This design comes from an exercise in tuning for small area, a short achievable clock period and few clock cycles per item on the open sky130 flow, not from production work.
The RTL was checked by simulation tests, not by an equivalence proof against the original design.
Power is estimated from default activity; no workload was simulated.

## flow/design.v (module list and top-level ports; edited modules follow where they fit)
// module csa_fa: 4 lines
// module csa_ha: 4 lines
// module csa_hai: 4 lines
// module csa_xnor: 3 lines
// module csa_or: 3 lines
// module bicubic_tree1: 299 lines
// module bicubic_tree2: 278 lines
// module bicubic_tree3: 256 lines
// module bicubic_pnext: 88 lines
// module bicubic_resampler: 308 lines
// module bicubic_coef: 14 lines
module bicubic_resampler #(
    parameter int LEN_W = bicubic_pkg::LEN_W
) (
    input  wire logic              CLK,
    input  wire logic              RST,
    input  wire logic              start_i,
    input  wire logic [LEN_W-1:0]  src_len_i,
    input  wire logic [LEN_W-1:0]  dst_len_i,
    input  wire logic              src_valid_i,
    input  wire bicubic_pkg::pix_t src_pix_i,
    output logic                   src_ready_o,
    output logic                   out_valid_o,
    output bicubic_pkg::pix_t      out_pix_o,
    input  wire logic              out_ready_i,
    output logic                   done_o
);
  // ...
==> flow/flow/run.sh <==
#!/bin/bash
set -euo pipefail
sed 's/ SETUP_SLACK_MARGIN=[0-9.]* / SETUP_SLACK_MARGIN=6.8 /' standard.sh > standard_margin.sh
grep -q 'SETUP_SLACK_MARGIN=6.8' standard_margin.sh
bash standard_margin.sh > standard.log 2>&1
==> flow/standard.sh <==
#!/bin/bash
# synth_recipe.tcl (not shown) runs the flow's synth.tcl, then flattens the netlist and writes it again
# the make line also repeats each setting of config.mk as NAME=value (left out here)
make -C /OpenROAD-flow-scripts/flow DESIGN_CONFIG=/design/flow/config.mk WORK_HOME=/design/flow/orfs CLKGATE_MAP_FILE= SYNTH_SCRIPT=/design/flow/synth_recipe.tcl "${@:-finish}"
==> flow/config.mk <==
export PLATFORM = sky130hd
export DESIGN_NAME = bicubic_resampler
export DESIGN_NICKNAME = bicubic_resampler
export VERILOG_FILES = /design/flow/design.v
export SDC_FILE = /design/flow/constraint.sdc
export NUM_CORES = 4
export LEC_CHECK = 0
export ABC_CLOCK_PERIOD_IN_PS = 4000
export CAP_MARGIN = 20
export CORE_MARGIN = 2
export CORE_UTILIZATION = 55
export SETUP_SLACK_MARGIN = 5
export SLEW_MARGIN = 20
export SYNTH_HIERARCHICAL = 1
==> flow/constraint.sdc <==
create_clock -name core_clock -period 10.0 [get_ports {CLK}]
set_input_delay 2.0000 -clock core_clock [delete_from_list [all_inputs] [get_ports {CLK}]]
set_output_delay 2.0000 -clock core_clock [all_outputs]
set_load 0.01 [all_outputs]
==> impl_metrics.toml, run 1 <==
[clock_tree]
cts_tree = "yes"
postCtsSetupBuffers = 76
cts_buffers = 47
insertion_delay_ns = 0.58

[yosys]
syn_area_um2 = 27570

[finish]
seq_cells = 407
layout_common_cells = "nand2_1 (477), fa_1 (253), dfxtp_1 (216), edfxtp_1 (163), inv_1 (156)"
final_common_cell = "nand2_1"
regMostFlops = "qe"
nets = 3206
multi_input_cells = 1931
final_area_um2 = 31600
areaGrowthSynthToFinish_pct = 14.61
n_all_buffers = 185

[setup_path]
endpoint_kind = "flop"
slowest_delay_ns = 0.30
reg2reg_depth = 15
crit_path_end = "en[5]"
timing.rr.start = "den[1]"
path_depth = 10

[outcome]
status = "no timing/DRC/antenna violations"

[detailed_routing]
wl_met2_um = 30780

[global_route]
overflow = 0
grt_pass1_wl_um = 101400

[placed_design]
hpwl_um = 44310
port_buffers = 37

[min_path]
min_from = "x3[6]"

[floorplanning]
io_pins = 38
num_rows = 82

[power]
p_seq_frac = 0.264

[timing]
fin_tns_setup_ns = 0
Testbench counts, summed over its fixed seeds: cycles 18,916, items 16,987.
==> run 2: changes to the inputs <==
--- a/flow/design.v
+++ b/flow/design.v
@@ -46,7 +46,7 @@
     assign y = a | b;
 endmodule
 module bicubic_tree1 (
-    input wire [10:0] au,
+    input wire [10:0] a,
     input wire [7:0] x,
     input wire [9:0] su,
     output wire [11:0] ya,
@@ -241,48 +241,48 @@
     wire t186;
     wire t187;
     wire t188;
-    assign t1 = ~au[0];
-    assign t2 = ~au[2];
-    assign t3 = ~au[9];
-    assign t4 = ~au[10];
+    assign t1 = ~a[0];
+    assign t2 = ~a[2];
+    assign t3 = ~a[9];
+    assign t4 = ~a[9];
     csa_hai ht5 (.a(~su[0]), .b(t1), .s(t5), .co(t6));
-    csa_fa ft7 (.a(au[0]), .b(au[1]), .c(~su[1]), .s(t7), .co(t8));
-    csa_hai ht9 (.a(~(au[2] & x[7])), .b(~(au[3] & x[6])), .s(t9), .co(t10));
-    csa_fa ft11 (.a(x[0]), .b(~su[2]), .c(t2), .s(t11), .co(t12));
-    csa_fa ft13 (.a(~(au[10] & x[0])), .b(~(au[3] & x[7])), .c(~(au[4] & x[6])), .s(t13), .co(t14));
-    csa_fa ft15 (.a(au[2]), .b(au[3]), .c(x[1]), .s(t15), .co(t16));
-    csa_fa ft17 (.a(~su[3]), .b(~(au[10] & x[1])), .c(~(au[4] & x[7])), .s(t17), .co(t18));
-    csa_fa ft19 (.a(au[4]), .b(x[2]), .c(~su[4]), .s(t19), .co(t20));
-    csa_hai ht21 (.a(~(au[0] & x[6])), .b(~(au[1] & x[5])), .s(t21), .co(t22));
-    csa_fa ft23 (.a(~(au[0] & x[7])), .b(~(au[1] & x[6])), .c(~(au[2] & x[5])), .s(t23), .co(t24));
-    csa_hai ht25 (.a(~(au[3] & x[4])), .b(~(au[4] & x[3])), .s(t25), .co(t26));
-    csa_fa ft27 (.a(~(au[1] & x[7])), .b(~(au[2] & x[6])), .c(~(au[3] & x[5])), .s(t27), .co(t28));
-    csa_fa ft29 (.a(~(au[4] & x[4])), .b(~(au[5] & x[3])), .c(~(au[6] & x[2])), .s(t29), .co(t30));
-    csa_hai ht31 (.a(~(au[7] & x[1])), .b(~(au[8] & x[0])), .s(t31), .co(t32));
-    csa_fa ft33 (.a(~(au[4] & x[5])), .b(~(au[5] & x[4])), .c(~(au[6] & x[3])), .s(t33), .co(t34));
-    csa_fa ft35 (.a(~(au[7] & x[2])), .b(~(au[8] & x[1])), .c(~(au[9] & x[0])), .s(t35), .co(t36));
+    csa_fa ft7 (.a(a[0]), .b(a[1]), .c(~su[1]), .s(t7), .co(t8));
+    csa_hai ht9 (.a(~(a[2] & x[7])), .b(~(a[3] & x[6])), .s(t9), .co(t10));
+    csa_fa ft11 (.a(~su[2]), .b(t2), .c((a[10] & x[0])), .s(t11), .co(t12));
+    csa_hai ht13 (.a(~(a[3] & x[7])), .b(~(a[4] & x[6])), .s(t13), .co(t14));
+    csa_fa ft15 (.a(a[2]), .b(a[3]), .c(~su[3]), .s(t15), .co(t16));
+    csa_hai ht17 (.a((a[10] & x[1])), .b(~(a[4] & x[7])), .s(t17), .co(t18));
+    csa_hai ht19 (.a(a[4]), .b(~su[4]), .s(t19), .co(t20));
+    csa_hai ht21 (.a(~(a[0] & x[6])), .b(~(a[1] & x[5])), .s(t21), .co(t22));
+    csa_fa ft23 (.a(~(a[0] & x[7])), .b(~(a[1] & x[6])), .c(~(a[2] & x[5])), .s(t23), .co(t24));
+    csa_hai ht25 (.a(~(a[3] & x[4])), .b(~(a[4] & x[3])), .s(t25), .co(t26));
+    csa_fa ft27 (.a(~(a[1] & x[7])), .b(~(a[2] & x[6])), .c(~(a[3] & x[5])), .s(t27), .co(t28));
+    csa_fa ft29 (.a(~(a[4] & x[4])), .b(~(a[5] & x[3])), .c(~(a[6] & x[2])), .s(t29), .co(t30));
+    csa_hai ht31 (.a(~(a[7] & x[1])), .b(~(a[8] & x[0])), .s(t31), .co(t32));
+    csa_fa ft33 (.a(~(a[4] & x[5])), .b(~(a[5] & x[4])), .c(~(a[6] & x[3])), .s(t33), .co(t34));
+    csa_fa ft35 (.a(~(a[7] & x[2])), .b(~(a[8] & x[1])), .c(~(a[9] & x[0])), .s(t35), .co(t36));
     csa_fa ft37 (.a(t6), .b(t9), .c(t7), .s(t37), .co(t38));
-    csa_fa ft39 (.a(~(au[5] & x[5])), .b(~(au[6] & x[4])), .c(~(au[7] & x[3])), .s(t39), .co(t40));
-    csa_fa ft41 (.a(~(au[8] & x[2])), .b(~(au[9] & x[1])), .c(t10), .s(t41), .co(t42));
-    csa_fa ft43 (.a(t8), .b(t11), .c(t13), .s(t43), .co(t44));
-    csa_fa ft45 (.a(~(au[5] & x[6])), .b(~(au[6] & x[5])), .c(~(au[7] & x[4])), .s(t45), .co(t46));
-    csa_fa ft47 (.a(~(au[8] & x[3])), .b(~(au[9] & x[2])), .c(t12), .s(t47), .co(t48));
-    csa_fa ft49 (.a(t15), .b(t14), .c(t17), .s(t49), .co(t50));
-    csa_fa ft51 (.a(~(au[10] & x[2])), .b(~(au[5] & x[7])), .c(~(au[6] & x[6])), .s(t51), .co(t52));
-    csa_fa ft53 (.a(~(au[7] & x[5])), .b(~(au[8] & x[4])), .c(~(au[9] & x[3])), .s(t53), .co(t54));
-    csa_fa ft55 (.a(t16), .b(t19), .c(t18), .s(t55), .co(t56));
-    csa_fa ft57 (.a(au[5]), .b(x[3]), .c(~su[5]), .s(t57), .co(t58));
-    csa_fa ft59 (.a(~(au[10] & x[3])), .b(~(au[6] & x[7])), .c(~(au[7] & x[6])), .s(t59), .co(t60));
-    csa_fa ft61 (.a(~(au[8] & x[5])), .b(~(au[9] & x[4])), .c(t20), .s(t61), .co(t62));
-    csa_fa ft63 (.a(au[6]), .b(x[4]), .c(~su[6]), .s(t63), .co(t64));
-    csa_fa ft65 (.a(~(au[10] & x[4])), .b(~(au[7] & x[7])), .c(~(au[8] & x[6])), .s(t65), .co(t66));
-    csa_fa ft67 (.a(au[7]), .b(x[5]), .c(~su[7]), .s(t67), .co(t68));
-    csa_hai ht69 (.a(~(au[0] & x[4])), .b(~(au[1] & x[3])), .s(t69), .co(t70));
-    csa_fa ft71 (.a(~(au[0] & x[5])), .b(~(au[1] & x[4])), .c(~(au[2] & x[3])), .s(t71), .co(t72));
-    csa_hai ht73 (.a(~(au[3] & x[2])), .b(~(au[4] & x[1])), .s(t73), .co(t74));
-    csa_fa ft75 (.a(~(au[2] & x[4])), .b(~(au[3] & x[3])), .c(~(au[4] & x[2])), .s(t75), .co(t76));
-    csa_fa ft77 (.a(~(au[5] & x[1])), .b(~(au[6] & x[0])), .c(t21), .s(t77), .co(t78));
-    csa_fa ft79 (.a(~(au[5] & x[2])), .b(~(au[6] & x[1])), .c(~(au[7] & x[0])), .s(t79), .co(t80));
+    csa_fa ft39 (.a(~(a[5] & x[5])), .b(~(a[6] & x[4])), .c(~(a[7] & x[3])), .s(t39), .co(t40));
+    csa_fa ft41 (.a(~(a[8] & x[2])), .b(~(a[9] & x[1])), .c(t10), .s(t41), .co(t42));
+    csa_fa ft43 (.a(t13), .b(t8), .c(t11), .s(t43), .co(t44));
+    csa_fa ft45 (.a(~(a[5] & x[6])), .b(~(a[6] & x[5])), .c(~(a[7] & x[4])), .s(t45), .co(t46));
+    csa_fa ft47 (.a(~(a[8] & x[3])), .b(~(a[9] & x[2])), .c(t14), .s(t47), .co(t48));
+    csa_fa ft49 (.a(t17), .b(t15), .c(t12), .s(t49), .co(t50));
+    csa_fa ft51 (.a((a[10] & x[2])), .b(~(a[5] & x[7])), .c(~(a[6] & x[6])), .s(t51), .co(t52));
+    csa_fa ft53 (.a(~(a[7] & x[5])), .b(~(a[8] & x[4])), .c(~(a[9] & x[3])), .s(t53), .co(t54));
+    csa_fa ft55 (.a(t19), .b(t18), .c(t16), .s(t55), .co(t56));
+    csa_fa ft57 (.a(a[5]), .b(~su[5]), .c((a[10] & x[3])), .s(t57), .co(t58));
+    csa_fa ft59 (.a(~(a[6] & x[7])), .b(~(a[7] & x[6])), .c(~(a[8] & x[5])), .s(t59), .co(t60));
+    csa_hai ht61 (.a(~(a[9] & x[4])), .b(t20), .s(t61), .co(t62));
+    csa_fa ft63 (.a(a[6]), .b(~su[6]), .c((a[10] & x[4])), .s(t63), .co(t64));
+    csa_hai ht65 (.a(~(a[7] & x[7])), .b(~(a[8] & x[6])), .s(t65), .co(t66));
+    csa_hai ht67 (.a(a[7]), .b(~su[7]), .s(t67), .co(t68));
+    csa_hai ht69 (.a(~(a[0] & x[4])), .b(~(a[1] & x[3])), .s(t69), .co(t70));
+    csa_fa ft71 (.a(~(a[0] & x[5])), .b(~(a[1] & x[4])), .c(~(a[2] & x[3])), .s(t71), .co(t72));
+    csa_hai ht73 (.a(~(a[3] & x[2])), .b(~(a[4] & x[1])), .s(t73), .co(t74));
+    csa_fa ft75 (.a(~(a[2] & x[4])), .b(~(a[3] & x[3])), .c(~(a[4] & x[2])), .s(t75), .co(t76));
+    csa_fa ft77 (.a(~(a[5] & x[1])), .b(~(a[6] & x[0])), .c(t21), .s(t77), .co(t78));
+    csa_fa ft79 (.a(~(a[5] & x[2])), .b(~(a[6] & x[1])), .c(~(a[7] & x[0])), .s(t79), .co(t80));
     csa_fa ft81 (.a(t22), .b(t25), .c(t23), .s(t81), .co(t82));
     csa_fa ft83 (.a(t26), .b(t5), .c(t31), .s(t83), .co(t84));
     csa_fa ft85 (.a(t24), .b(t27), .c(t29), .s(t85), .co(t86));
@@ -291,36 +291,36 @@
     csa_fa ft91 (.a(t34), .b(t36), .c(t39), .s(t91), .co(t92));
     csa_fa ft93 (.a(t41), .b(t38), .c(t43), .s(t93), .co(t94));
     csa_fa ft95 (.a(t40), .b(t45), .c(t42), .s(t95), .co(t96));
-    csa_fa ft97 (.a(t47), .b(t44), .c(t49), .s(t97), .co(t98));
+    csa_fa ft97 (.a(t47), .b(t49), .c(t44), .s(t97), .co(t98));
     csa_fa ft99 (.a(t46), .b(t51), .c(t53), .s(t99), .co(t100));
     csa_fa ft101 (.a(t48), .b(t55), .c(t50), .s(t101), .co(t102));
-    csa_fa ft103 (.a(t57), .b(t52), .c(t54), .s(t103), .co(t104));
-    csa_fa ft105 (.a(t59), .b(t61), .c(t56), .s(t105), .co(t106));
-    csa_fa ft107 (.a(~(au[9] & x[5])), .b(t58), .c(t63), .s(t107), .co(t108));
-    csa_fa ft109 (.a(t60), .b(t65), .c(t62), .s(t109), .co(t110));
-    csa_fa ft111 (.a(~(au[10] & x[5])), .b(~(au[8] & x[7])), .c(~(au[9] & x[6])), .s(t111), .co(t112));
-    csa_fa ft113 (.a(t64), .b(t67), .c(t66), .s(t113), .co(t114));
-    csa_fa ft115 (.a(au[8]), .b(x[6]), .c(~su[8]), .s(t115), .co(t116));
-    csa_fa ft117 (.a(~(au[10] & x[6])), .b(~(au[9] & x[7])), .c(t68), .s(t117), .co(t118));
-    csa_fa ft119 (.a(x[7]), .b(~su[9]), .c(t3), .s(t119), .co(t120));
-    csa_hai ht121 (.a(~(au[0] & x[3])), .b(~(au[1] & x[2])), .s(t121), .co(t122));
-    csa_fa ft123 (.a(~(au[2] & x[2])), .b(~(au[3] & x[1])), .c(~(au[4] & x[0])), .s(t123), .co(t124));
-    csa_fa ft125 (.a(~(au[5] & x[0])), .b(t70), .c(t73), .s(t125), .co(t126));
+    csa_fa ft103 (.a(t52), .b(t54), .c(t61), .s(t103), .co(t104));
+    csa_fa ft105 (.a(t57), .b(t59), .c(t56), .s(t105), .co(t106));
+    csa_fa ft107 (.a(~(a[9] & x[5])), .b(t65), .c(t62), .s(t107), .co(t108));
+    csa_fa ft109 (.a(t58), .b(t60), .c(t63), .s(t109), .co(t110));
+    csa_fa ft111 (.a((a[10] & x[5])), .b(~(a[8] & x[7])), .c(~(a[9] & x[6])), .s(t111), .co(t112));
+    csa_fa ft113 (.a(t67), .b(t66), .c(t64), .s(t113), .co(t114));
+    csa_fa ft115 (.a(a[8]), .b(~su[8]), .c((a[10] & x[6])), .s(t115), .co(t116));
+    csa_hai ht117 (.a(~(a[9] & x[7])), .b(t68), .s(t117), .co(t118));
+    csa_hai ht119 (.a(~su[9]), .b(t3), .s(t119), .co(t120));
+    csa_hai ht121 (.a(~(a[0] & x[3])), .b(~(a[1] & x[2])), .s(t121), .co(t122));
+    csa_fa ft123 (.a(~(a[2] & x[2])), .b(~(a[3] & x[1])), .c(~(a[4] & x[0])), .s(t123), .co(t124));
+    csa_fa ft125 (.a(~(a[5] & x[0])), .b(t70), .c(t73), .s(t125), .co(t126));
     csa_fa ft127 (.a(t74), .b(t72), .c(t75), .s(t127), .co(t128));
     csa_fa ft129 (.a(t76), .b(t79), .c(t78), .s(t129), .co(t130));
     csa_fa ft131 (.a(t80), .b(t83), .c(t82), .s(t131), .co(t132));
     csa_fa ft133 (.a(t84), .b(t87), .c(t86), .s(t133), .co(t134));
     csa_fa ft135 (.a(t88), .b(t91), .c(t90), .s(t135), .co(t136));
     csa_fa ft137 (.a(t92), .b(t95), .c(t94), .s(t137), .co(t138));
-    csa_fa ft139 (.a(t99), .b(t96), .c(t98), .s(t139), .co(t140));
-    csa_fa ft141 (.a(t103), .b(t100), .c(t102), .s(t141), .co(t142));
+    csa_fa ft139 (.a(t99), .b(t96), .c(t101), .s(t139), .co(t140));
+    csa_fa ft141 (.a(t100), .b(t103), .c(t105), .s(t141), .co(t142));
     csa_fa ft143 (.a(t104), .b(t107), .c(t109), .s(t143), .co(t144));
     csa_fa ft145 (.a(t111), .b(t108), .c(t113), .s(t145), .co(t146));
-    csa_fa ft147 (.a(t115), .b(t112), .c(t117), .s(t147), .co(t148));
-    csa_fa ft149 (.a(~(au[10] & x[7])), .b(t116), .c(t119), .s(t149), .co(t150));
-    csa_hai ht151 (.a(au[9]), .b(t4), .s(t151), .co(t152));
-    csa_hai ht153 (.a(~(au[0] & x[2])), .b(~(au[1] & x[1])), .s(t153), .co(t154));
-    csa_fa ft155 (.a(~(au[2] & x[1])), .b(~(au[3] & x[0])), .c(t121), .s(t155), .co(t156));
+    csa_fa ft147 (.a(t112), .b(t117), .c(t115), .s(t147), .co(t148));
+    csa_fa ft149 (.a((a[10] & x[7])), .b(t119), .c(t118), .s(t149), .co(t150));
+    csa_hai ht151 (.a(~a[10]), .b(t4), .s(t151), .co(t152));
+    csa_hai ht153 (.a(~(a[0] & x[2])), .b(~(a[1] & x[1])), .s(t153), .co(t154));
+    csa_fa ft155 (.a(~(a[2] & x[1])), .b(~(a[3] & x[0])), .c(t121), .s(t155), .co(t156));
     csa_fa ft157 (.a(t122), .b(t69), .c(t123), .s(t157), .co(t158));
     csa_fa ft159 (.a(t124), .b(t71), .c(t125), .s(t159), .co(t160));
     csa_fa ft161 (.a(t126), .b(t77), .c(t127), .s(t161), .co(t162));
@@ -329,23 +329,23 @@
     csa_fa ft167 (.a(t132), .b(t89), .c(t133), .s(t167), .co(t168));
     csa_fa ft169 (.a(t134), .b(t93), .c(t135), .s(t169), .co(t170));
     csa_fa ft171 (.a(t97), .b(t136), .c(t137), .s(t171), .co(t172));
-    csa_fa ft173 (.a(t101), .b(t138), .c(t139), .s(t173), .co(t174));
-    csa_fa ft175 (.a(t105), .b(t140), .c(t141), .s(t175), .co(t176));
+    csa_fa ft173 (.a(t98), .b(t138), .c(t139), .s(t173), .co(t174));
+    csa_fa ft175 (.a(t102), .b(t141), .c(t140), .s(t175), .co(t176));
     csa_fa ft177 (.a(t106), .b(t143), .c(t142), .s(t177), .co(t178));
-    csa_fa ft179 (.a(t110), .b(t145), .c(t144), .s(t179), .co(t180));
+    csa_fa ft179 (.a(t110), .b(t144), .c(t145), .s(t179), .co(t180));
     csa_fa ft181 (.a(t114), .b(t147), .c(t146), .s(t181), .co(t182));
-    csa_fa ft183 (.a(t118), .b(t149), .c(t148), .s(t183), .co(t184));
-    csa_fa ft185 (.a(t151), .b(t120), .c(t150), .s(t185), .co(t186));
-    csa_hai ht187 (.a(au[10]), .b(t152), .s(t187), .co(t188));
-    wire [19:0] ra = {t186, t184, t182, t180, t178, t176, t174, t172, t170, t168, t166, t164, t162, t160, t158, t156, t154, t153, ~(au[0] & x[1]), ~(au[0] & x[0])};
-    wire [19:0] rb = {t187, t185, t183, t181, t179, t177, t175, t173, t171, t169, t167, t165, t163, t161, t159, t157, t155, ~(au[2] & x[0]), ~(au[1] & x[0]), 1'b1};
+    csa_fa ft183 (.a(t116), .b(t149), .c(t148), .s(t183), .co(t184));
+    csa_fa ft185 (.a(t120), .b(t151), .c(t150), .s(t185), .co(t186));
+    csa_hai ht187 (.a(a[9]), .b(t152), .s(t187), .co(t188));
+    wire [19:0] ra = {t186, t184, t182, t180, t178, t176, t174, t172, t170, t168, t166, t164, t162, t160, t158, t156, t154, t153, ~(a[0] & x[1]), ~(a[0] & x[0])};
+    wire [19:0] rb = {t187, t185, t183, t181, t179, t177, t175, t173, t171, t169, t167, t165, t163, t161, t159, t157, t155, ~(a[2] & x[0]), ~(a[1] & x[0]), 1'b1};
     wire [9:0] lo = {1'b0, ra[7:0], 1'b1} + {1'b0, rb[7:0], 1'b1};
     assign ya = ra[19:8];
     assign yb = rb[19:8];
     assign yc = ~lo[9];
 endmodule
 module bicubic_tree2 (
-    input wire [11:0] hu,
+    input wire [11:0] h,
     input wire [7:0] x,
     input wire [8:0] cu,
     output wire [10:0] ya,
@@ -510,120 +510,96 @@
     wire t156;
     wire t157;
     wire t158;
-    wire t159;
-    wire t160;
-    wire t161;
-    wire t162;
-    wire t163;
-    wire t164;
-    wire t165;
-    wire t166;
-    wire t167;
-    wire t168;
-    wire t169;
-    wire t170;
-    wire t171;
-    wire t172;
-    wire t173;
-    wire t174;
-    assign t1 = ~x[0];
-    assign t2 = ~x[5];
-    assign t3 = ~x[5];
-    assign t4 = ~x[5];
-    csa_hai ht5 (.a(~cu[3]), .b(t1), .s(t5), .co(t6));
-    csa_fa ft7 (.a(x[0]), .b(x[1]), .c(~cu[4]), .s(t7), .co(t8));
-    csa_hai ht9 (.a(~(hu[0] & x[6])), .b(~(hu[1] & x[5])), .s(t9), .co(t10));
-    csa_fa ft11 (.a(~(hu[0] & x[7])), .b(~(hu[1] & x[6])), .c(~(hu[2] & x[5])), .s(t11), .co(t12));
-    csa_hai ht13 (.a(~(hu[3] & x[4])), .b(~(hu[4] & x[3])), .s(t13), .co(t14));
-    csa_fa ft15 (.a(~cu[0]), .b(~(hu[1] & x[7])), .c(~(hu[2] & x[6])), .s(t15), .co(t16));
-    csa_fa ft17 (.a(~(hu[3] & x[5])), .b(~(hu[4] & x[4])), .c(~(hu[5] & x[3])), .s(t17), .co(t18));
-    csa_hai ht19 (.a(~(hu[6] & x[2])), .b(~(hu[7] & x[1])), .s(t19), .co(t20));
-    csa_fa ft21 (.a(~cu[1]), .b(~(hu[2] & x[7])), .c(~(hu[3] & x[6])), .s(t21), .co(t22));
-    csa_fa ft23 (.a(~(hu[4] & x[5])), .b(~(hu[5] & x[4])), .c(~(hu[6] & x[3])), .s(t23), .co(t24));
-    csa_fa ft25 (.a(~(hu[7] & x[2])), .b(~(hu[8] & x[1])), .c(~(hu[9] & x[0])), .s(t25), .co(t26));
-    csa_fa ft27 (.a(~cu[2]), .b(~(hu[10] & x[0])), .c(~(hu[3] & x[7])), .s(t27), .co(t28));
-    csa_fa ft29 (.a(~(hu[4] & x[6])), .b(~(hu[5] & x[5])), .c(~(hu[6] & x[4])), .s(t29), .co(t30));
-    csa_fa ft31 (.a(~(hu[7] & x[3])), .b(~(hu[8] & x[2])), .c(~(hu[9] & x[1])), .s(t31), .co(t32));
-    csa_fa ft33 (.a(~(hu[10] & x[1])), .b(~(hu[11] & x[0])), .c(~(hu[4] & x[7])), .s(t33), .co(t34));
-    csa_fa ft35 (.a(~(hu[5] & x[6])), .b(~(hu[6] & x[5])), .c(~(hu[7] & x[4])), .s(t35), .co(t36));
-    csa_fa ft37 (.a(~(hu[8] & x[3])), .b(~(hu[9] & x[2])), .c(t5), .s(t37), .co(t38));
-    csa_fa ft39 (.a(~(hu[10] & x[2])), .b(~(hu[11] & x[1])), .c(~(hu[5] & x[7])), .s(t39), .co(t40));
-    csa_fa ft41 (.a(~(hu[6] & x[6])), .b(~(hu[7] & x[5])), .c(~(hu[8] & x[4])), .s(t41), .co(t42));
-    csa_fa ft43 (.a(~(hu[9] & x[3])), .b(t6), .c(t7), .s(t43), .co(t44));
-    csa_fa ft45 (.a(x[2]), .b(~cu[5]), .c(~(hu[10] & x[3])), .s(t45), .co(t46));
-    csa_fa ft47 (.a(~(hu[11] & x[2])), .b(~(hu[6] & x[7])), .c(~(hu[7] & x[6])), .s(t47), .co(t48));
-    csa_fa ft49 (.a(~(hu[8] & x[5])), .b(~(hu[9] & x[4])), .c(t8), .s(t49), .co(t50));
-    csa_fa ft51 (.a(x[3]), .b(~cu[6]), .c(~(hu[10] & x[4])), .s(t51), .co(t52));
-    csa_fa ft53 (.a(~(hu[11] & x[3])), .b(~(hu[7] & x[7])), .c(~(hu[8] & x[6])), .s(t53), .co(t54));
-    csa_fa ft55 (.a(x[4]), .b(~cu[7]), .c(~(hu[10] & x[5])), .s(t55), .co(t56));
-    csa_hai ht57 (.a(~(hu[0] & x[4])), .b(~(hu[1] & x[3])), .s(t57), .co(t58));
-    csa_fa ft59 (.a(~(hu[0] & x[5])), .b(~(hu[1] & x[4])), .c(~(hu[2] & x[3])), .s(t59), .co(t60));
-    csa_hai ht61 (.a(~(hu[3] & x[2])), .b(~(hu[4] & x[1])), .s(t61), .co(t62));
-    csa_fa ft63 (.a(~(hu[2] & x[4])), .b(~(hu[3] & x[3])), .c(~(hu[4] & x[2])), .s(t63), .co(t64));
-    csa_fa ft65 (.a(~(hu[5] & x[1])), .b(~(hu[6] & x[0])), .c(t9), .s(t65), .co(t66));
-    csa_fa ft67 (.a(~(hu[5] & x[2])), .b(~(hu[6] & x[1])), .c(~(hu[7] & x[0])), .s(t67), .co(t68));
-    csa_fa ft69 (.a(t10), .b(t13), .c(t11), .s(t69), .co(t70));
-    csa_fa ft71 (.a(~(hu[8] & x[0])), .b(t14), .c(t19), .s(t71), .co(t72));
-    csa_fa ft73 (.a(t12), .b(t15), .c(t17), .s(t73), .co(t74));
-    csa_fa ft75 (.a(t20), .b(t16), .c(t18), .s(t75), .co(t76));
-    csa_fa ft77 (.a(t21), .b(t23), .c(t25), .s(t77), .co(t78));
-    csa_fa ft79 (.a(t22), .b(t24), .c(t26), .s(t79), .co(t80));
-    csa_fa ft81 (.a(t27), .b(t29), .c(t31), .s(t81), .co(t82));
-    csa_fa ft83 (.a(t28), .b(t30), .c(t32), .s(t83), .co(t84));
-    csa_fa ft85 (.a(t33), .b(t35), .c(t37), .s(t85), .co(t86));
-    csa_fa ft87 (.a(t34), .b(t36), .c(t39), .s(t87), .co(t88));
-    csa_fa ft89 (.a(t41), .b(t38), .c(t43), .s(t89), .co(t90));
-    csa_fa ft91 (.a(t40), .b(t42), .c(t45), .s(t91), .co(t92));
-    csa_fa ft93 (.a(t47), .b(t44), .c(t49), .s(t93), .co(t94));
-    csa_fa ft95 (.a(~(hu[9] & x[5])), .b(t46), .c(t48), .s(t95), .co(t96));
-    csa_fa ft97 (.a(t51), .b(t53), .c(t50), .s(t97), .co(t98));
-    csa_fa ft99 (.a(~(hu[11] & x[4])), .b(~(hu[8] & x[7])), .c(~(hu[9] & x[6])), .s(t99), .co(t100));
-    csa_fa ft101 (.a(t52), .b(t54), .c(t55), .s(t101), .co(t102));
-    csa_fa ft103 (.a(~cu[8]), .b(t2), .c(~(hu[10] & x[6])), .s(t103), .co(t104));
-    csa_fa ft105 (.a(~(hu[11] & x[5])), .b(~(hu[9] & x[7])), .c(t56), .s(t105), .co(t106));
-    csa_fa ft107 (.a(x[6]), .b(t3), .c(~(hu[10] & x[7])), .s(t107), .co(t108));
-    csa_hai ht109 (.a(~(hu[0] & x[3])), .b(~(hu[1] & x[2])), .s(t109), .co(t110));
-    csa_fa ft111 (.a(~(hu[2] & x[2])), .b(~(hu[3] & x[1])), .c(~(hu[4] & x[0])), .s(t111), .co(t112));
-    csa_fa ft113 (.a(~(hu[5] & x[0])), .b(t58), .c(t61), .s(t113), .co(t114));
-    csa_fa ft115 (.a(t62), .b(t60), .c(t63), .s(t115), .co(t116));
-    csa_fa ft117 (.a(t64), .b(t67), .c(t66), .s(t117), .co(t118));
-    csa_fa ft119 (.a(t68), .b(t71), .c(t70), .s(t119), .co(t120));
-    csa_fa ft121 (.a(t72), .b(t75), .c(t74), .s(t121), .co(t122));
-    csa_fa ft123 (.a(t76), .b(t79), .c(t78), .s(t123), .co(t124));
-    csa_fa ft125 (.a(t80), .b(t83), .c(t82), .s(t125), .co(t126));
-    csa_fa ft127 (.a(t84), .b(t87), .c(t86), .s(t127), .co(t128));
-    csa_fa ft129 (.a(t88), .b(t91), .c(t90), .s(t129), .co(t130));
-    csa_fa ft131 (.a(t95), .b(t92), .c(t94), .s(t131), .co(t132));
-    csa_fa ft133 (.a(t99), .b(t96), .c(t101), .s(t133), .co(t134));
-    csa_fa ft135 (.a(t100), .b(t103), .c(t105), .s(t135), .co(t136));
-    csa_fa ft137 (.a(~(hu[11] & x[6])), .b(t104), .c(t107), .s(t137), .co(t138));
-    csa_fa ft139 (.a(x[7]), .b(t4), .c(~(hu[11] & x[7])), .s(t139), .co(t140));
-    csa_hai ht141 (.a(~(hu[0] & x[2])), .b(~(hu[1] & x[1])), .s(t141), .co(t142));
-    csa_fa ft143 (.a(~(hu[2] & x[1])), .b(~(hu[3] & x[0])), .c(t109), .s(t143), .co(t144));
-    csa_fa ft145 (.a(t110), .b(t57), .c(t111), .s(t145), .co(t146));
-    csa_fa ft147 (.a(t112), .b(t59), .c(t113), .s(t147), .co(t148));
-    csa_fa ft149 (.a(t114), .b(t65), .c(t115), .s(t149), .co(t150));
-    csa_fa ft151 (.a(t116), .b(t69), .c(t117), .s(t151), .co(t152));
-    csa_fa ft153 (.a(t73), .b(t118), .c(t119), .s(t153), .co(t154));
-    csa_fa ft155 (.a(t77), .b(t120), .c(t121), .s(t155), .co(t156));
-    csa_fa ft157 (.a(t81), .b(t122), .c(t123), .s(t157), .co(t158));
-    csa_fa ft159 (.a(t85), .b(t124), .c(t125), .s(t159), .co(t160));
-    csa_fa ft161 (.a(t126), .b(t89), .c(t127), .s(t161), .co(t162));
-    csa_fa ft163 (.a(t93), .b(t128), .c(t129), .s(t163), .co(t164));
-    csa_fa ft165 (.a(t97), .b(t130), .c(t131), .s(t165), .co(t166));
-    csa_fa ft167 (.a(t98), .b(t133), .c(t132), .s(t167), .co(t168));
-    csa_fa ft169 (.a(t102), .b(t134), .c(t135), .s(t169), .co(t170));
-    csa_fa ft171 (.a(t106), .b(t137), .c(t136), .s(t171), .co(t172));
-    csa_fa ft173 (.a(t108), .b(t139), .c(t138), .s(t173), .co(t174));
-    wire [18:0] ra = {t172, t170, t168, t166, t164, t162, t160, t158, t156, t154, t152, t150, t148, t146, t144, t142, t141, ~(hu[0] & x[1]), ~(hu[0] & x[0])};
-    wire [18:0] rb = {t173, t171, t169, t167, t165, t163, t161, t159, t157, t155, t153, t151, t149, t147, t145, t143, ~(hu[2] & x[0]), ~(hu[1] & x[0]), 1'b1};
+    assign t1 = ~~cu[3];
+    assign t2 = ~~cu[8];
+    assign t3 = ~~cu[8];
+    assign t4 = ~~cu[8];
+    csa_hai ht5 (.a(~(h[0] & x[6])), .b(~(h[1] & x[5])), .s(t5), .co(t6));
+    csa_fa ft7 (.a(~(h[0] & x[7])), .b(~(h[1] & x[6])), .c(~(h[2] & x[5])), .s(t7), .co(t8));
+    csa_hai ht9 (.a(~(h[3] & x[4])), .b(~(h[4] & x[3])), .s(t9), .co(t10));
+    csa_fa ft11 (.a(~cu[0]), .b(~(h[1] & x[7])), .c(~(h[2] & x[6])), .s(t11), .co(t12));
+    csa_fa ft13 (.a(~(h[3] & x[5])), .b(~(h[4] & x[4])), .c(~(h[5] & x[3])), .s(t13), .co(t14));
+    csa_hai ht15 (.a(~(h[6] & x[2])), .b(~(h[7] & x[1])), .s(t15), .co(t16));
+    csa_fa ft17 (.a(~cu[1]), .b(~(h[2] & x[7])), .c(~(h[3] & x[6])), .s(t17), .co(t18));
+    csa_fa ft19 (.a(~(h[4] & x[5])), .b(~(h[5] & x[4])), .c(~(h[6] & x[3])), .s(t19), .co(t20));
+    csa_fa ft21 (.a(~(h[7] & x[2])), .b(~(h[8] & x[1])), .c(~(h[9] & x[0])), .s(t21), .co(t22));
+    csa_fa ft23 (.a(~cu[2]), .b(~(h[10] & x[0])), .c(~(h[3] & x[7])), .s(t23), .co(t24));
+    csa_fa ft25 (.a(~(h[4] & x[6])), .b(~(h[5] & x[5])), .c(~(h[6] & x[4])), .s(t25), .co(t26));
+    csa_fa ft27 (.a(~(h[7] & x[3])), .b(~(h[8] & x[2])), .c(~(h[9] & x[1])), .s(t27), .co(t28));
+    csa_fa ft29 (.a(t1), .b((h[11] & x[0])), .c(~(h[10] & x[1])), .s(t29), .co(t30));
+    csa_fa ft31 (.a(~(h[4] & x[7])), .b(~(h[5] & x[6])), .c(~(h[6] & x[5])), .s(t31), .co(t32));
+    csa_fa ft33 (.a(~(h[7] & x[4])), .b(~(h[8] & x[3])), .c(~(h[9] & x[2])), .s(t33), .co(t34));
+    csa_fa ft35 (.a(~cu[3]), .b(~cu[4]), .c((h[11] & x[1])), .s(t35), .co(t36));
+    csa_fa ft37 (.a(~(h[10] & x[2])), .b(~(h[5] & x[7])), .c(~(h[6] & x[6])), .s(t37), .co(t38));
+    csa_fa ft39 (.a(~(h[7] & x[5])), .b(~(h[8] & x[4])), .c(~(h[9] & x[3])), .s(t39), .co(t40));
+    csa_fa ft41 (.a(~cu[5]), .b((h[11] & x[2])), .c(~(h[10] & x[3])), .s(t41), .co(t42));
+    csa_fa ft43 (.a(~(h[6] & x[7])), .b(~(h[7] & x[6])), .c(~(h[8] & x[5])), .s(t43), .co(t44));
+    csa_fa ft45 (.a(~cu[6]), .b((h[11] & x[3])), .c(~(h[10] & x[4])), .s(t45), .co(t46));
+    csa_hai ht47 (.a(~(h[0] & x[4])), .b(~(h[1] & x[3])), .s(t47), .co(t48));
+    csa_fa ft49 (.a(~(h[0] & x[5])), .b(~(h[1] & x[4])), .c(~(h[2] & x[3])), .s(t49), .co(t50));
+    csa_hai ht51 (.a(~(h[3] & x[2])), .b(~(h[4] & x[1])), .s(t51), .co(t52));
+    csa_fa ft53 (.a(~(h[2] & x[4])), .b(~(h[3] & x[3])), .c(~(h[4] & x[2])), .s(t53), .co(t54));
+    csa_fa ft55 (.a(~(h[5] & x[1])), .b(~(h[6] & x[0])), .c(t5), .s(t55), .co(t56));
+    csa_fa ft57 (.a(~(h[5] & x[2])), .b(~(h[6] & x[1])), .c(~(h[7] & x[0])), .s(t57), .co(t58));
+    csa_fa ft59 (.a(t6), .b(t9), .c(t7), .s(t59), .co(t60));
+    csa_fa ft61 (.a(~(h[8] & x[0])), .b(t10), .c(t15), .s(t61), .co(t62));
+    csa_fa ft63 (.a(t8), .b(t11), .c(t13), .s(t63), .co(t64));
+    csa_fa ft65 (.a(t16), .b(t12), .c(t14), .s(t65), .co(t66));
+    csa_fa ft67 (.a(t17), .b(t19), .c(t21), .s(t67), .co(t68));
+    csa_fa ft69 (.a(t18), .b(t20), .c(t22), .s(t69), .co(t70));
+    csa_fa ft71 (.a(t23), .b(t25), .c(t27), .s(t71), .co(t72));
+    csa_fa ft73 (.a(t24), .b(t26), .c(t28), .s(t73), .co(t74));
+    csa_fa ft75 (.a(t29), .b(t31), .c(t33), .s(t75), .co(t76));
+    csa_fa ft77 (.a(t30), .b(t32), .c(t34), .s(t77), .co(t78));
+    csa_fa ft79 (.a(t35), .b(t37), .c(t39), .s(t79), .co(t80));
+    csa_fa ft81 (.a(~(h[9] & x[4])), .b(t36), .c(t38), .s(t81), .co(t82));
+    csa_fa ft83 (.a(t40), .b(t41), .c(t43), .s(t83), .co(t84));
+    csa_fa ft85 (.a(~(h[7] & x[7])), .b(~(h[8] & x[6])), .c(~(h[9] & x[5])), .s(t85), .co(t86));
+    csa_fa ft87 (.a(t42), .b(t44), .c(t45), .s(t87), .co(t88));
+    csa_fa ft89 (.a(~cu[7]), .b((h[11] & x[4])), .c(~(h[10] & x[5])), .s(t89), .co(t90));
+    csa_fa ft91 (.a(~(h[8] & x[7])), .b(~(h[9] & x[6])), .c(t46), .s(t91), .co(t92));
+    csa_fa ft93 (.a(t2), .b((h[11] & x[5])), .c(~(h[10] & x[6])), .s(t93), .co(t94));
+    csa_hai ht95 (.a(~(h[0] & x[3])), .b(~(h[1] & x[2])), .s(t95), .co(t96));
+    csa_fa ft97 (.a(~(h[2] & x[2])), .b(~(h[3] & x[1])), .c(~(h[4] & x[0])), .s(t97), .co(t98));
+    csa_fa ft99 (.a(~(h[5] & x[0])), .b(t48), .c(t51), .s(t99), .co(t100));
+    csa_fa ft101 (.a(t52), .b(t50), .c(t53), .s(t101), .co(t102));
+    csa_fa ft103 (.a(t54), .b(t57), .c(t56), .s(t103), .co(t104));
+    csa_fa ft105 (.a(t58), .b(t61), .c(t60), .s(t105), .co(t106));
+    csa_fa ft107 (.a(t62), .b(t65), .c(t64), .s(t107), .co(t108));
+    csa_fa ft109 (.a(t66), .b(t69), .c(t68), .s(t109), .co(t110));
+    csa_fa ft111 (.a(t70), .b(t73), .c(t72), .s(t111), .co(t112));
+    csa_fa ft113 (.a(t74), .b(t77), .c(t76), .s(t113), .co(t114));
+    csa_fa ft115 (.a(t78), .b(t81), .c(t80), .s(t115), .co(t116));
+    csa_fa ft117 (.a(t85), .b(t82), .c(t84), .s(t117), .co(t118));
+    csa_fa ft119 (.a(t86), .b(t89), .c(t91), .s(t119), .co(t120));
+    csa_fa ft121 (.a(~(h[9] & x[7])), .b(t90), .c(t93), .s(t121), .co(t122));
+    csa_fa ft123 (.a(t3), .b((h[11] & x[6])), .c(~(h[10] & x[7])), .s(t123), .co(t124));
+    csa_hai ht125 (.a(~(h[0] & x[2])), .b(~(h[1] & x[1])), .s(t125), .co(t126));
+    csa_fa ft127 (.a(~(h[2] & x[1])), .b(~(h[3] & x[0])), .c(t95), .s(t127), .co(t128));
+    csa_fa ft129 (.a(t96), .b(t47), .c(t97), .s(t129), .co(t130));
+    csa_fa ft131 (.a(t98), .b(t49), .c(t99), .s(t131), .co(t132));
+    csa_fa ft133 (.a(t100), .b(t55), .c(t101), .s(t133), .co(t134));
+    csa_fa ft135 (.a(t102), .b(t59), .c(t103), .s(t135), .co(t136));
+    csa_fa ft137 (.a(t63), .b(t104), .c(t105), .s(t137), .co(t138));
+    csa_fa ft139 (.a(t67), .b(t106), .c(t107), .s(t139), .co(t140));
+    csa_fa ft141 (.a(t71), .b(t108), .c(t109), .s(t141), .co(t142));
+    csa_fa ft143 (.a(t75), .b(t110), .c(t111), .s(t143), .co(t144));
+    csa_fa ft145 (.a(t79), .b(t112), .c(t113), .s(t145), .co(t146));
+    csa_fa ft147 (.a(t83), .b(t114), .c(t115), .s(t147), .co(t148));
+    csa_fa ft149 (.a(t87), .b(t116), .c(t117), .s(t149), .co(t150));
+    csa_fa ft151 (.a(t88), .b(t118), .c(t119), .s(t151), .co(t152));
+    csa_fa ft153 (.a(t92), .b(t121), .c(t120), .s(t153), .co(t154));
+    csa_fa ft155 (.a(t94), .b(t123), .c(t122), .s(t155), .co(t156));
+    csa_fa ft157 (.a(t4), .b((h[11] & x[7])), .c(t124), .s(t157), .co(t158));
+    wire [18:0] ra = {t156, t154, t152, t150, t148, t146, t144, t142, t140, t138, t136, t134, t132, t130, t128, t126, t125, ~(h[0] & x[1]), ~(h[0] & x[0])};
+    wire [18:0] rb = {t157, t155, t153, t151, t149, t147, t145, t143, t141, t139, t137, t135, t133, t131, t129, t127, ~(h[2] & x[0]), ~(h[1] & x[0]), 1'b1};
     wire [9:0] lo = {1'b0, ra[7:0], 1'b1} + {1'b0, rb[7:0], 1'b1};
     assign ya = ra[18:8];
     assign yb = rb[18:8];
     assign yc = ~lo[9];
 endmodule
 module bicubic_tree3 (
-    input wire [10:0] hu,
+    input wire [10:0] h,
     input wire [7:0] x,
     input wire [7:0] p,
     output wire [9:0] ya,
@@ -786,62 +762,58 @@
     wire t154;
     wire t155;
     wire t156;
-    wire t157;
-    wire t158;
-    wire t159;
-    wire t160;
-    assign t1 = ~~(hu[1] & x[7]);
-    assign t2 = ~x[0];
-    csa_hai ht3 (.a(~p[0]), .b(~(hu[1] & x[7])), .s(t3), .co(t4));
-    csa_fa ft5 (.a(~p[1]), .b(t2), .c(~(hu[10] & x[0])), .s(t5), .co(t6));
-    csa_fa ft7 (.a(x[0]), .b(x[1]), .c(~p[2]), .s(t7), .co(t8));
-    csa_hai ht9 (.a(~(hu[0] & x[6])), .b(~(hu[1] & x[5])), .s(t9), .co(t10));
-    csa_fa ft11 (.a(~(hu[0] & x[7])), .b(~(hu[1] & x[6])), .c(~(hu[2] & x[5])), .s(t11), .co(t12));
-    csa_hai ht13 (.a(~(hu[3] & x[4])), .b(~(hu[4] & x[3])), .s(t13), .co(t14));
-    csa_fa ft15 (.a(~(hu[2] & x[6])), .b(~(hu[3] & x[5])), .c(~(hu[4] & x[4])), .s(t15), .co(t16));
-    csa_fa ft17 (.a(~(hu[5] & x[3])), .b(~(hu[6] & x[2])), .c(~(hu[7] & x[1])), .s(t17), .co(t18));
-    csa_fa ft19 (.a(~(hu[2] & x[7])), .b(~(hu[3] & x[6])), .c(~(hu[4] & x[5])), .s(t19), .co(t20));
-    csa_fa ft21 (.a(~(hu[5] & x[4])), .b(~(hu[6] & x[3])), .c(~(hu[7] & x[2])), .s(t21), .co(t22));
-    csa_hai ht23 (.a(~(hu[8] & x[1])), .b(~(hu[9] & x[0])), .s(t23), .co(t24));
-    csa_fa ft25 (.a(~(hu[3] & x[7])), .b(~(hu[4] & x[6])), .c(~(hu[5] & x[5])), .s(t25), .co(t26));
-    csa_fa ft27 (.a(~(hu[6] & x[4])), .b(~(hu[7] & x[3])), .c(~(hu[8] & x[2])), .s(t27), .co(t28));
-    csa_fa ft29 (.a(~(hu[9] & x[1])), .b(t4), .c(t5), .s(t29), .co(t30));
-    csa_fa ft31 (.a(~(hu[10] & x[1])), .b(~(hu[4] & x[7])), .c(~(hu[5] & x[6])), .s(t31), .co(t32));
-    csa_fa ft33 (.a(~(hu[6] & x[5])), .b(~(hu[7] & x[4])), .c(~(hu[8] & x[3])), .s(t33), .co(t34));
-    csa_fa ft35 (.a(~(hu[9] & x[2])), .b(t7), .c(t6), .s(t35), .co(t36));
-    csa_fa ft37 (.a(x[2]), .b(~p[3]), .c(~(hu[10] & x[2])), .s(t37), .co(t38));
-    csa_fa ft39 (.a(~(hu[5] & x[7])), .b(~(hu[6] & x[6])), .c(~(hu[7] & x[5])), .s(t39), .co(t40));
-    csa_fa ft41 (.a(~(hu[8] & x[4])), .b(~(hu[9] & x[3])), .c(t8), .s(t41), .co(t42));
-    csa_fa ft43 (.a(x[3]), .b(~p[4]), .c(~(hu[10] & x[3])), .s(t43), .co(t44));
-    csa_fa ft45 (.a(~(hu[6] & x[7])), .b(~(hu[7] & x[6])), .c(~(hu[8] & x[5])), .s(t45), .co(t46));
-    csa_fa ft47 (.a(x[4]), .b(~p[5]), .c(~(hu[10] & x[4])), .s(t47), .co(t48));
-    csa_hai ht49 (.a(~(hu[0] & x[4])), .b(~(hu[1] & x[3])), .s(t49), .co(t50));
-    csa_fa ft51 (.a(~(hu[0] & x[5])), .b(~(hu[1] & x[4])), .c(~(hu[2] & x[3])), .s(t51), .co(t52));
-    csa_hai ht53 (.a(~(hu[3] & x[2])), .b(~(hu[4] & x[1])), .s(t53), .co(t54));
-    csa_fa ft55 (.a(~(hu[2] & x[4])), .b(~(hu[3] & x[3])), .c(~(hu[4] & x[2])), .s(t55), .co(t56));
-    csa_fa ft57 (.a(~(hu[5] & x[1])), .b(~(hu[6] & x[0])), .c(t9), .s(t57), .co(t58));
-    csa_fa ft59 (.a(~(hu[5] & x[2])), .b(~(hu[6] & x[1])), .c(~(hu[7] & x[0])), .s(t59), .co(t60));
+    assign t1 = ~~(h[1] & x[7]);
+    assign t2 = ~~p[1];
+    csa_hai ht3 (.a(~p[0]), .b(~(h[1] & x[7])), .s(t3), .co(t4));
+    csa_hai ht5 (.a(t2), .b((h[10] & x[0])), .s(t5), .co(t6));
+    csa_hai ht7 (.a(~p[1]), .b(~p[2]), .s(t7), .co(t8));
+    csa_hai ht9 (.a(~(h[0] & x[6])), .b(~(h[1] & x[5])), .s(t9), .co(t10));
+    csa_fa ft11 (.a(~(h[0] & x[7])), .b(~(h[1] & x[6])), .c(~(h[2] & x[5])), .s(t11), .co(t12));
+    csa_hai ht13 (.a(~(h[3] & x[4])), .b(~(h[4] & x[3])), .s(t13), .co(t14));
+    csa_fa ft15 (.a(~(h[2] & x[6])), .b(~(h[3] & x[5])), .c(~(h[4] & x[4])), .s(t15), .co(t16));
+    csa_fa ft17 (.a(~(h[5] & x[3])), .b(~(h[6] & x[2])), .c(~(h[7] & x[1])), .s(t17), .co(t18));
+    csa_fa ft19 (.a(~(h[2] & x[7])), .b(~(h[3] & x[6])), .c(~(h[4] & x[5])), .s(t19), .co(t20));
+    csa_fa ft21 (.a(~(h[5] & x[4])), .b(~(h[6] & x[3])), .c(~(h[7] & x[2])), .s(t21), .co(t22));
+    csa_hai ht23 (.a(~(h[8] & x[1])), .b(~(h[9] & x[0])), .s(t23), .co(t24));
+    csa_fa ft25 (.a(~(h[3] & x[7])), .b(~(h[4] & x[6])), .c(~(h[5] & x[5])), .s(t25), .co(t26));
+    csa_fa ft27 (.a(~(h[6] & x[4])), .b(~(h[7] & x[3])), .c(~(h[8] & x[2])), .s(t27), .co(t28));
+    csa_fa ft29 (.a(~(h[9] & x[1])), .b(t4), .c(t5), .s(t29), .co(t30));
+    csa_fa ft31 (.a((h[10] & x[1])), .b(~(h[4] & x[7])), .c(~(h[5] & x[6])), .s(t31), .co(t32));
+    csa_fa ft33 (.a(~(h[6] & x[5])), .b(~(h[7] & x[4])), .c(~(h[8] & x[3])), .s(t33), .co(t34));
+    csa_fa ft35 (.a(~(h[9] & x[2])), .b(t7), .c(t6), .s(t35), .co(t36));
+    csa_fa ft37 (.a(~p[3]), .b((h[10] & x[2])), .c(~(h[5] & x[7])), .s(t37), .co(t38));
+    csa_fa ft39 (.a(~(h[6] & x[6])), .b(~(h[7] & x[5])), .c(~(h[8] & x[4])), .s(t39), .co(t40));
+    csa_hai ht41 (.a(~(h[9] & x[3])), .b(t8), .s(t41), .co(t42));
+    csa_fa ft43 (.a(~p[4]), .b((h[10] & x[3])), .c(~(h[6] & x[7])), .s(t43), .co(t44));
+    csa_hai ht45 (.a(~(h[7] & x[6])), .b(~(h[8] & x[5])), .s(t45), .co(t46));
+    csa_hai ht47 (.a(~p[5]), .b((h[10] & x[4])), .s(t47), .co(t48));
+    csa_hai ht49 (.a(~(h[0] & x[4])), .b(~(h[1] & x[3])), .s(t49), .co(t50));
+    csa_fa ft51 (.a(~(h[0] & x[5])), .b(~(h[1] & x[4])), .c(~(h[2] & x[3])), .s(t51), .co(t52));
+    csa_hai ht53 (.a(~(h[3] & x[2])), .b(~(h[4] & x[1])), .s(t53), .co(t54));
+    csa_fa ft55 (.a(~(h[2] & x[4])), .b(~(h[3] & x[3])), .c(~(h[4] & x[2])), .s(t55), .co(t56));
+    csa_fa ft57 (.a(~(h[5] & x[1])), .b(~(h[6] & x[0])), .c(t9), .s(t57), .co(t58));
+    csa_fa ft59 (.a(~(h[5] & x[2])), .b(~(h[6] & x[1])), .c(~(h[7] & x[0])), .s(t59), .co(t60));
     csa_fa ft61 (.a(t10), .b(t13), .c(t11), .s(t61), .co(t62));
-    csa_fa ft63 (.a(~(hu[8] & x[0])), .b(t1), .c(t14), .s(t63), .co(t64));
+    csa_fa ft63 (.a(~(h[8] & x[0])), .b(t1), .c(t14), .s(t63), .co(t64));
     csa_fa ft65 (.a(t12), .b(t15), .c(t17), .s(t65), .co(t66));
     csa_fa ft67 (.a(t23), .b(t3), .c(t16), .s(t67), .co(t68));
     csa_fa ft69 (.a(t18), .b(t19), .c(t21), .s(t69), .co(t70));
     csa_fa ft71 (.a(t24), .b(t20), .c(t22), .s(t71), .co(t72));
     csa_fa ft73 (.a(t25), .b(t27), .c(t29), .s(t73), .co(t74));
     csa_fa ft75 (.a(t26), .b(t28), .c(t31), .s(t75), .co(t76));
-    csa_fa ft77 (.a(t33), .b(t35), .c(t30), .s(t77), .co(t78));
-    csa_fa ft79 (.a(t32), .b(t34), .c(t37), .s(t79), .co(t80));
-    csa_fa ft81 (.a(t39), .b(t41), .c(t36), .s(t81), .co(t82));
-    csa_fa ft83 (.a(~(hu[9] & x[4])), .b(t38), .c(t40), .s(t83), .co(t84));
-    csa_fa ft85 (.a(t43), .b(t45), .c(t42), .s(t85), .co(t86));
-    csa_fa ft87 (.a(~(hu[7] & x[7])), .b(~(hu[8] & x[6])), .c(~(hu[9] & x[5])), .s(t87), .co(t88));
-    csa_fa ft89 (.a(t44), .b(t46), .c(t47), .s(t89), .co(t90));
-    csa_fa ft91 (.a(x[5]), .b(~p[6]), .c(~(hu[10] & x[5])), .s(t91), .co(t92));
-    csa_fa ft93 (.a(~(hu[8] & x[7])), .b(~(hu[9] & x[6])), .c(t48), .s(t93), .co(t94));
-    csa_fa ft95 (.a(x[6]), .b(~p[7]), .c(~(hu[10] & x[6])), .s(t95), .co(t96));
-    csa_hai ht97 (.a(~(hu[0] & x[3])), .b(~(hu[1] & x[2])), .s(t97), .co(t98));
-    csa_fa ft99 (.a(~(hu[2] & x[2])), .b(~(hu[3] & x[1])), .c(~(hu[4] & x[0])), .s(t99), .co(t100));
-    csa_fa ft101 (.a(~(hu[5] & x[0])), .b(t50), .c(t53), .s(t101), .co(t102));
+    csa_fa ft77 (.a(t33), .b(t30), .c(t35), .s(t77), .co(t78));
+    csa_fa ft79 (.a(t32), .b(t34), .c(t41), .s(t79), .co(t80));
+    csa_fa ft81 (.a(t37), .b(t39), .c(t36), .s(t81), .co(t82));
+    csa_fa ft83 (.a(~(h[9] & x[4])), .b(t45), .c(t42), .s(t83), .co(t84));
+    csa_fa ft85 (.a(t38), .b(t40), .c(t43), .s(t85), .co(t86));
+    csa_fa ft87 (.a(~(h[7] & x[7])), .b(~(h[8] & x[6])), .c(~(h[9] & x[5])), .s(t87), .co(t88));
+    csa_fa ft89 (.a(t46), .b(t47), .c(t44), .s(t89), .co(t90));
+    csa_fa ft91 (.a(~p[6]), .b((h[10] & x[5])), .c(~(h[8] & x[7])), .s(t91), .co(t92));
+    csa_hai ht93 (.a(~(h[9] & x[6])), .b(t48), .s(t93), .co(t94));
+    csa_hai ht95 (.a(~p[7]), .b((h[10] & x[6])), .s(t95), .co(t96));
+    csa_hai ht97 (.a(~(h[0] & x[3])), .b(~(h[1] & x[2])), .s(t97), .co(t98));
+    csa_fa ft99 (.a(~(h[2] & x[2])), .b(~(h[3] & x[1])), .c(~(h[4] & x[0])), .s(t99), .co(t100));
+    csa_fa ft101 (.a(~(h[5] & x[0])), .b(t50), .c(t53), .s(t101), .co(t102));
     csa_fa ft103 (.a(t54), .b(t52), .c(t55), .s(t103), .co(t104));
     csa_fa ft105 (.a(t56), .b(t59), .c(t58), .s(t105), .co(t106));
     csa_fa ft107 (.a(t60), .b(t63), .c(t62), .s(t107), .co(t108));
@@ -849,30 +821,28 @@
     csa_fa ft111 (.a(t68), .b(t71), .c(t70), .s(t111), .co(t112));
     csa_fa ft113 (.a(t72), .b(t75), .c(t74), .s(t113), .co(t114));
     csa_fa ft115 (.a(t76), .b(t79), .c(t78), .s(t115), .co(t116));
-    csa_fa ft117 (.a(t83), .b(t80), .c(t85), .s(t117), .co(t118));
+    csa_fa ft117 (.a(t80), .b(t83), .c(t85), .s(t117), .co(t118));
     csa_fa ft119 (.a(t87), .b(t84), .c(t89), .s(t119), .co(t120));
     csa_fa ft121 (.a(t88), .b(t91), .c(t93), .s(t121), .co(t122));
-    csa_fa ft123 (.a(~(hu[9] & x[7])), .b(t92), .c(t95), .s(t123), .co(t124));
-    csa_hai ht125 (.a(x[7]), .b(~(hu[10] & x[7])), .s(t125), .co(t126));
-    csa_hai ht127 (.a(~(hu[0] & x[2])), .b(~(hu[1] & x[1])), .s(t127), .co(t128));
-    csa_fa ft129 (.a(~(hu[2] & x[1])), .b(~(hu[3] & x[0])), .c(t97), .s(t129), .co(t130));
-    csa_fa ft131 (.a(t98), .b(t49), .c(t99), .s(t131), .co(t132));
-    csa_fa ft133 (.a(t100), .b(t51), .c(t101), .s(t133), .co(t134));
-    csa_fa ft135 (.a(t102), .b(t57), .c(t103), .s(t135), .co(t136));
-    csa_fa ft137 (.a(t104), .b(t61), .c(t105), .s(t137), .co(t138));
-    csa_fa ft139 (.a(t65), .b(t106), .c(t107), .s(t139), .co(t140));
-    csa_fa ft141 (.a(t69), .b(t108), .c(t109), .s(t141), .co(t142));
-    csa_fa ft143 (.a(t110), .b(t111), .c(t73), .s(t143), .co(t144));
-    csa_fa ft145 (.a(t112), .b(t77), .c(t113), .s(t145), .co(t146));
-    csa_fa ft147 (.a(t81), .b(t114), .c(t115), .s(t147), .co(t148));
-    csa_fa ft149 (.a(t82), .b(t117), .c(t116), .s(t149), .co(t150));
-    csa_fa ft151 (.a(t86), .b(t119), .c(t118), .s(t151), .co(t152));
-    csa_fa ft153 (.a(t90), .b(t120), .c(t121), .s(t153), .co(t154));
-    csa_fa ft155 (.a(t94), .b(t123), .c(t122), .s(t155), .co(t156));
-    csa_fa ft157 (.a(t125), .b(t96), .c(t124), .s(t157), .co(t158));
-    csa_hai ht159 (.a(1'b0), .b(t126), .s(t159), .co(t160));
-    wire [18:0] ra = {t158, t156, t154, t152, t150, t148, t146, t144, t142, t140, t138, t136, t134, t132, t130, t128, t127, ~(hu[0] & x[1]), ~(hu[0] & x[0])};
-    wire [18:0] rb = {t159, t157, t155, t153, t151, t149, t147, t145, t143, t141, t139, t137, t135, t133, t131, t129, ~(hu[2] & x[0]), ~(hu[1] & x[0]), 1'b1};
+    csa_fa ft123 (.a(~(h[9] & x[7])), .b(t95), .c(t92), .s(t123), .co(t124));
+    csa_hai ht125 (.a(~(h[0] & x[2])), .b(~(h[1] & x[1])), .s(t125), .co(t126));
+    csa_fa ft127 (.a(~(h[2] & x[1])), .b(~(h[3] & x[0])), .c(t97), .s(t127), .co(t128));
+    csa_fa ft129 (.a(t98), .b(t49), .c(t99), .s(t129), .co(t130));
+    csa_fa ft131 (.a(t100), .b(t51), .c(t101), .s(t131), .co(t132));
+    csa_fa ft133 (.a(t102), .b(t57), .c(t103), .s(t133), .co(t134));
+    csa_fa ft135 (.a(t104), .b(t61), .c(t105), .s(t135), .co(t136));
+    csa_fa ft137 (.a(t65), .b(t106), .c(t107), .s(t137), .co(t138));
+    csa_fa ft139 (.a(t69), .b(t108), .c(t109), .s(t139), .co(t140));
+    csa_fa ft141 (.a(t73), .b(t110), .c(t111), .s(t141), .co(t142));
+    csa_fa ft143 (.a(t77), .b(t112), .c(t113), .s(t143), .co(t144));
+    csa_fa ft145 (.a(t81), .b(t114), .c(t115), .s(t145), .co(t146));
+    csa_fa ft147 (.a(t82), .b(t117), .c(t116), .s(t147), .co(t148));
+    csa_fa ft149 (.a(t86), .b(t118), .c(t119), .s(t149), .co(t150));
+    csa_fa ft151 (.a(t90), .b(t121), .c(t120), .s(t151), .co(t152));
+    csa_fa ft153 (.a(t94), .b(t123), .c(t122), .s(t153), .co(t154));
+    csa_fa ft155 (.a((h[10] & x[7])), .b(t96), .c(t124), .s(t155), .co(t156));
+    wire [18:0] ra = {t156, t154, t152, t150, t148, t146, t144, t142, t140, t138, t136, t134, t132, t130, t128, t126, t125, ~(h[0] & x[1]), ~(h[0] & x[0])};
+    wire [18:0] rb = {1'b0, t155, t153, t151, t149, t147, t145, t143, t141, t139, t137, t135, t133, t131, t129, t127, ~(h[2] & x[0]), ~(h[1] & x[0]), 1'b1};
     wire [10:0] lo = {1'b0, ra[8:0], 1'b1} + {1'b0, rb[8:0], 1'b1};
     assign ya = ra[18:9];
     assign yb = rb[18:9];
@@ -1220,11 +1190,11 @@
     logic [10:0] y3c;
     logic [9:0]  y3;
     logic [7:0]  res;
-    bicubic_tree1 u_t1 (.au({~ca[10], ca[9:0]}), .x(x_in), .su({~cs[9], cs[8:0]}), .ya(t1a), .yb(t1b), .yc(t1c));
+    bicubic_tree1 u_t1 (.a(ca), .x(x_in), .su({~cs[9], cs[8:0]}), .ya(t1a), .yb(t1b), .yc(t1c));
     assign h1c = {r1a, 1'b1} + {r1b, ~r1c};
-    bicubic_tree2 u_t2 (.hu({~h1[11], h1[10:0]}), .x(x2), .cu({~c2[8], c2[7:0]}), .ya(t2a), .yb(t2b), .yc(t2c));
+    bicubic_tree2 u_t2 (.h(h1), .x(x2), .cu({~c2[8], c2[7:0]}), .ya(t2a), .yb(t2b), .yc(t2c));
     assign h2c = {r2a, 1'b1} + {r2b, ~r2c};
-    bicubic_tree3 u_t3 (.hu({~h2[10], h2[9:0]}), .x(x4), .p(pp4), .ya(t3a), .yb(t3b), .yc(t3c));
+    bicubic_tree3 u_t3 (.h(h2), .x(x4), .p(pp4), .ya(t3a), .yb(t3b), .yc(t3c));
     assign y3c = {r3a, 1'b1} + {r3b, ~r3c};
     assign y3  = ~y3c[10:1];
     assign res = y3[9] ? 8'd0 : (y3[8] ? 8'hff : y3[7:0]);
==> flow/flow/run.sh (replaced) <==
#!/bin/bash
set -euo pipefail
sed 's/ SETUP_SLACK_MARGIN=[0-9.]* / SETUP_SLACK_MARGIN=6.4 /' standard.sh > standard_margin.sh
grep -q 'SETUP_SLACK_MARGIN=6.4' standard_margin.sh
bash standard_margin.sh > standard.log 2>&1
==> impl_metrics.toml, run 2 <==
[clock_tree]
insertion_delay_ns = 0.57
cts-root-buf = "clkbuf_16"
cts_sinks = 407
max-clock-path-buffers = 3
cts_htree_levels = 2
cts_tree = "yes"
cts_buffers = 45
cts.clk_slew.worst_paths_ns = 0.06

[power]
combPwrFrac = 0.524
power.internal_w = 0.005592
p_per_area_nw_per_um2 = 315.3
power_switching_w = 0.003741
power.leakage_nw = 10.83
ir_drop_uv = 345.9
p_total_w = 0.009333
switching_share = 0.4009
clockPowerShare = 0.183
p_seq_frac = 0.292

[floorplanning]
die_w_um = 226.7
initial_core_util = 0.5570
die-area_um2 = 51370
io_pins = 38
dieHeight_um = 226.7
core_um2 = 48950
num_rows = 81

[global_route]
antenna_found_initial = 1
grt_use_total = 0.2318
grt_pass1_wl_um = 95120
first_global_vias = 19020
grt_start_max_net_pins = 57
overflow = 0

[detailed_routing]
vias = 18340
drtPass1Iterations = 5
routedWlPerCell_um = 17.46
ant_nets = 0
drt_iter0_markers = 977
route.detailed.drc = 0
wirelength_um = 57960
avgViaCountPerCell = 5.525

[timing]
clock-skew-final_ns = 0.01475
finalSetupViolations = 0
fin_crit_sh = 0.3489
finalCriticalPeriod_ns = 3.489
rsz0062_at_grt = "yes"
fmax_mhz = 286.6
fin_tns_setup_ns = 0
hold_viol = 0
drv_slew = 0
slew_headroom = 0.2878
worst_pin_slew_ns = 1.057

[placed_design]
port_buffers = 37
hpwl_um = 44420
gp_congestion = 0.8438

[run]
cap_violations = 0

[yosys]
synthCells = 2667
synth_warnings = 10
syn_area_per_cell_um2 = 10.22
synthesis.nets = 3097
syn_area_um2 = 27260

[finish]
seq_area_um2 = 9794
regMostFlops = "qe"
drive_gt1_frac = 0.1006
n_fill_cell = 4143
multi_input_area_um2 = 16100
largest_reg_flops = 56
diodes = 0
final_common_cell = "nand2_1"
nets = 3048
layout_common_cells = "nand2_1 (448), fa_1 (237), dfxtp_1 (234), edfxtp_1 (163), inv_1 (161)"
areaGrowthSynthToFinish_pct = 8.549

[setup_path]
crit_path_start = "out_ready_i"
worstPathMaxFanout = 11
worst-endpoint-required_ns = 10.32
crit_path_start_kind = "primary input"
timing.rr.start = "p3[1]"
endpoint_kind = "flop"
worst_ep_arrival_time_ns = 3.80
critPathKind = "primary input to flop"

[min_path]
hp-class = "flop to flop"
min_from = "x1[0]"

[outcome]
status = "no timing/DRC/antenna violations"
[run 2: metrics by stage]
step / utilization / cell area (µm²) / hold slack, ns / instances / worst slack (ns)
after global placement: 0.5650 / 27660 / 0.3120 / 3206 / 5.517
after detailed placement: 0.5650 / 27660 / 0.3121 / 3206 / 5.436
after floorplan: - / 27300 / 0.3096 / 2667 / 6.398
after CTS: 0.5989 / 29320 / 0.3200 / 3298 / 6.309
after global routing: 0.6046 / 29600 / 0.3309 / 3319 / 6.367
final: 0.6046 / 29600 / 0.3174 / 3319 / 6.511
[run 2: final cells by class]
class / count / area share
clock buffer: 67 / 0.04574
timing repair buffer: 75 / 0.02228
clock inverter: 17 / 0.006849
tap: 664 / 0.02807
inverter: 172 / 0.02198
sequential: 407 / 0.3309
multi-input combinational: 1917 / 0.5441
[run 2: what timing repair did]
action | in CTS | in global routing
hold buffers | 0 | 0
resized for setup | 29 | 60
setup endpoints to repair | 45 | 41
pin swaps | 3 | 9
buffers inserted | 8 | 20
cloned | 0 | 1
[run 2: final timing paths]
check | end | slack, ns | depth (start not counted)
setup / recovery | qe[0][6] | 6.51 | 5
hold / removal | x2[0] | 0.32 | 0
setup reg to reg | pa[9] | 6.51 | 11
hold reg to reg | x2[0] | 0.32 | 0
[run 2: critical path, cell delays in order]
cell and delay (ns):
clkdlybuf4s50_1 0.54, and2_1 0.38, inv_2 0.22, nor2_4 0.28
mux2_2 0.37
[run 2: layer usage]
layer | wire length, µm | global-route usage
met3 | 2114 | 0.02734
met1 | 25500 | 0.3019
met2 | 28960 | 0.4060
met4 | 1369 | 0.06791
met5 | 11 | 0
[run 2: power by group through the flow]
stage	registers [W]	logic (W)	clock network [W]
4_1_cts	0.00274	0.00475	0.00175
2_1_floorplan	0.00251	0.00425	0
5_1_grt	0.00278	0.00551	0.00182
3_3_place_gp	0.00278	0.00456	0
6_report	0.00273	0.00489	0.00171
3_5_place_dp	0.00278	0.00468	0
Testbench counts of run 2, summed over its fixed seeds: cycles 18,916, items 16,987.

## separate check: timing with driven ports
In the flow no input, the clock included, has a driving cell. The finished layouts below were timed again as built, in two steps. Step 1, drivers: a clkbuf_16 drives CLK and a buf_2 each remaining input, both assumed. Step 2 also shifts input and output timing later by t, the mid clock arrival at the registers, as if the neighbouring blocks saw the same clock. Slacks: ideal ports / drivers / drivers and shift; pairs: ideal ports / drivers.
run | t (ns) | setup slack, ns | clock arrival spread, ns | pins driven straight from the clock port
run 1 | 0.637 | 6.558 / 6.574 / 5.937 | 0.018 / 0.018 | 1
run 2 | 0.627 | 6.511 / 6.460 / 5.919 | 0.021 / 0.020 | 1
After both steps setup and hold are still met in every run listed. The setup slack of run 1, which loses most, moves by +0.016 ns with the drivers and by -0.621 ns with both steps.
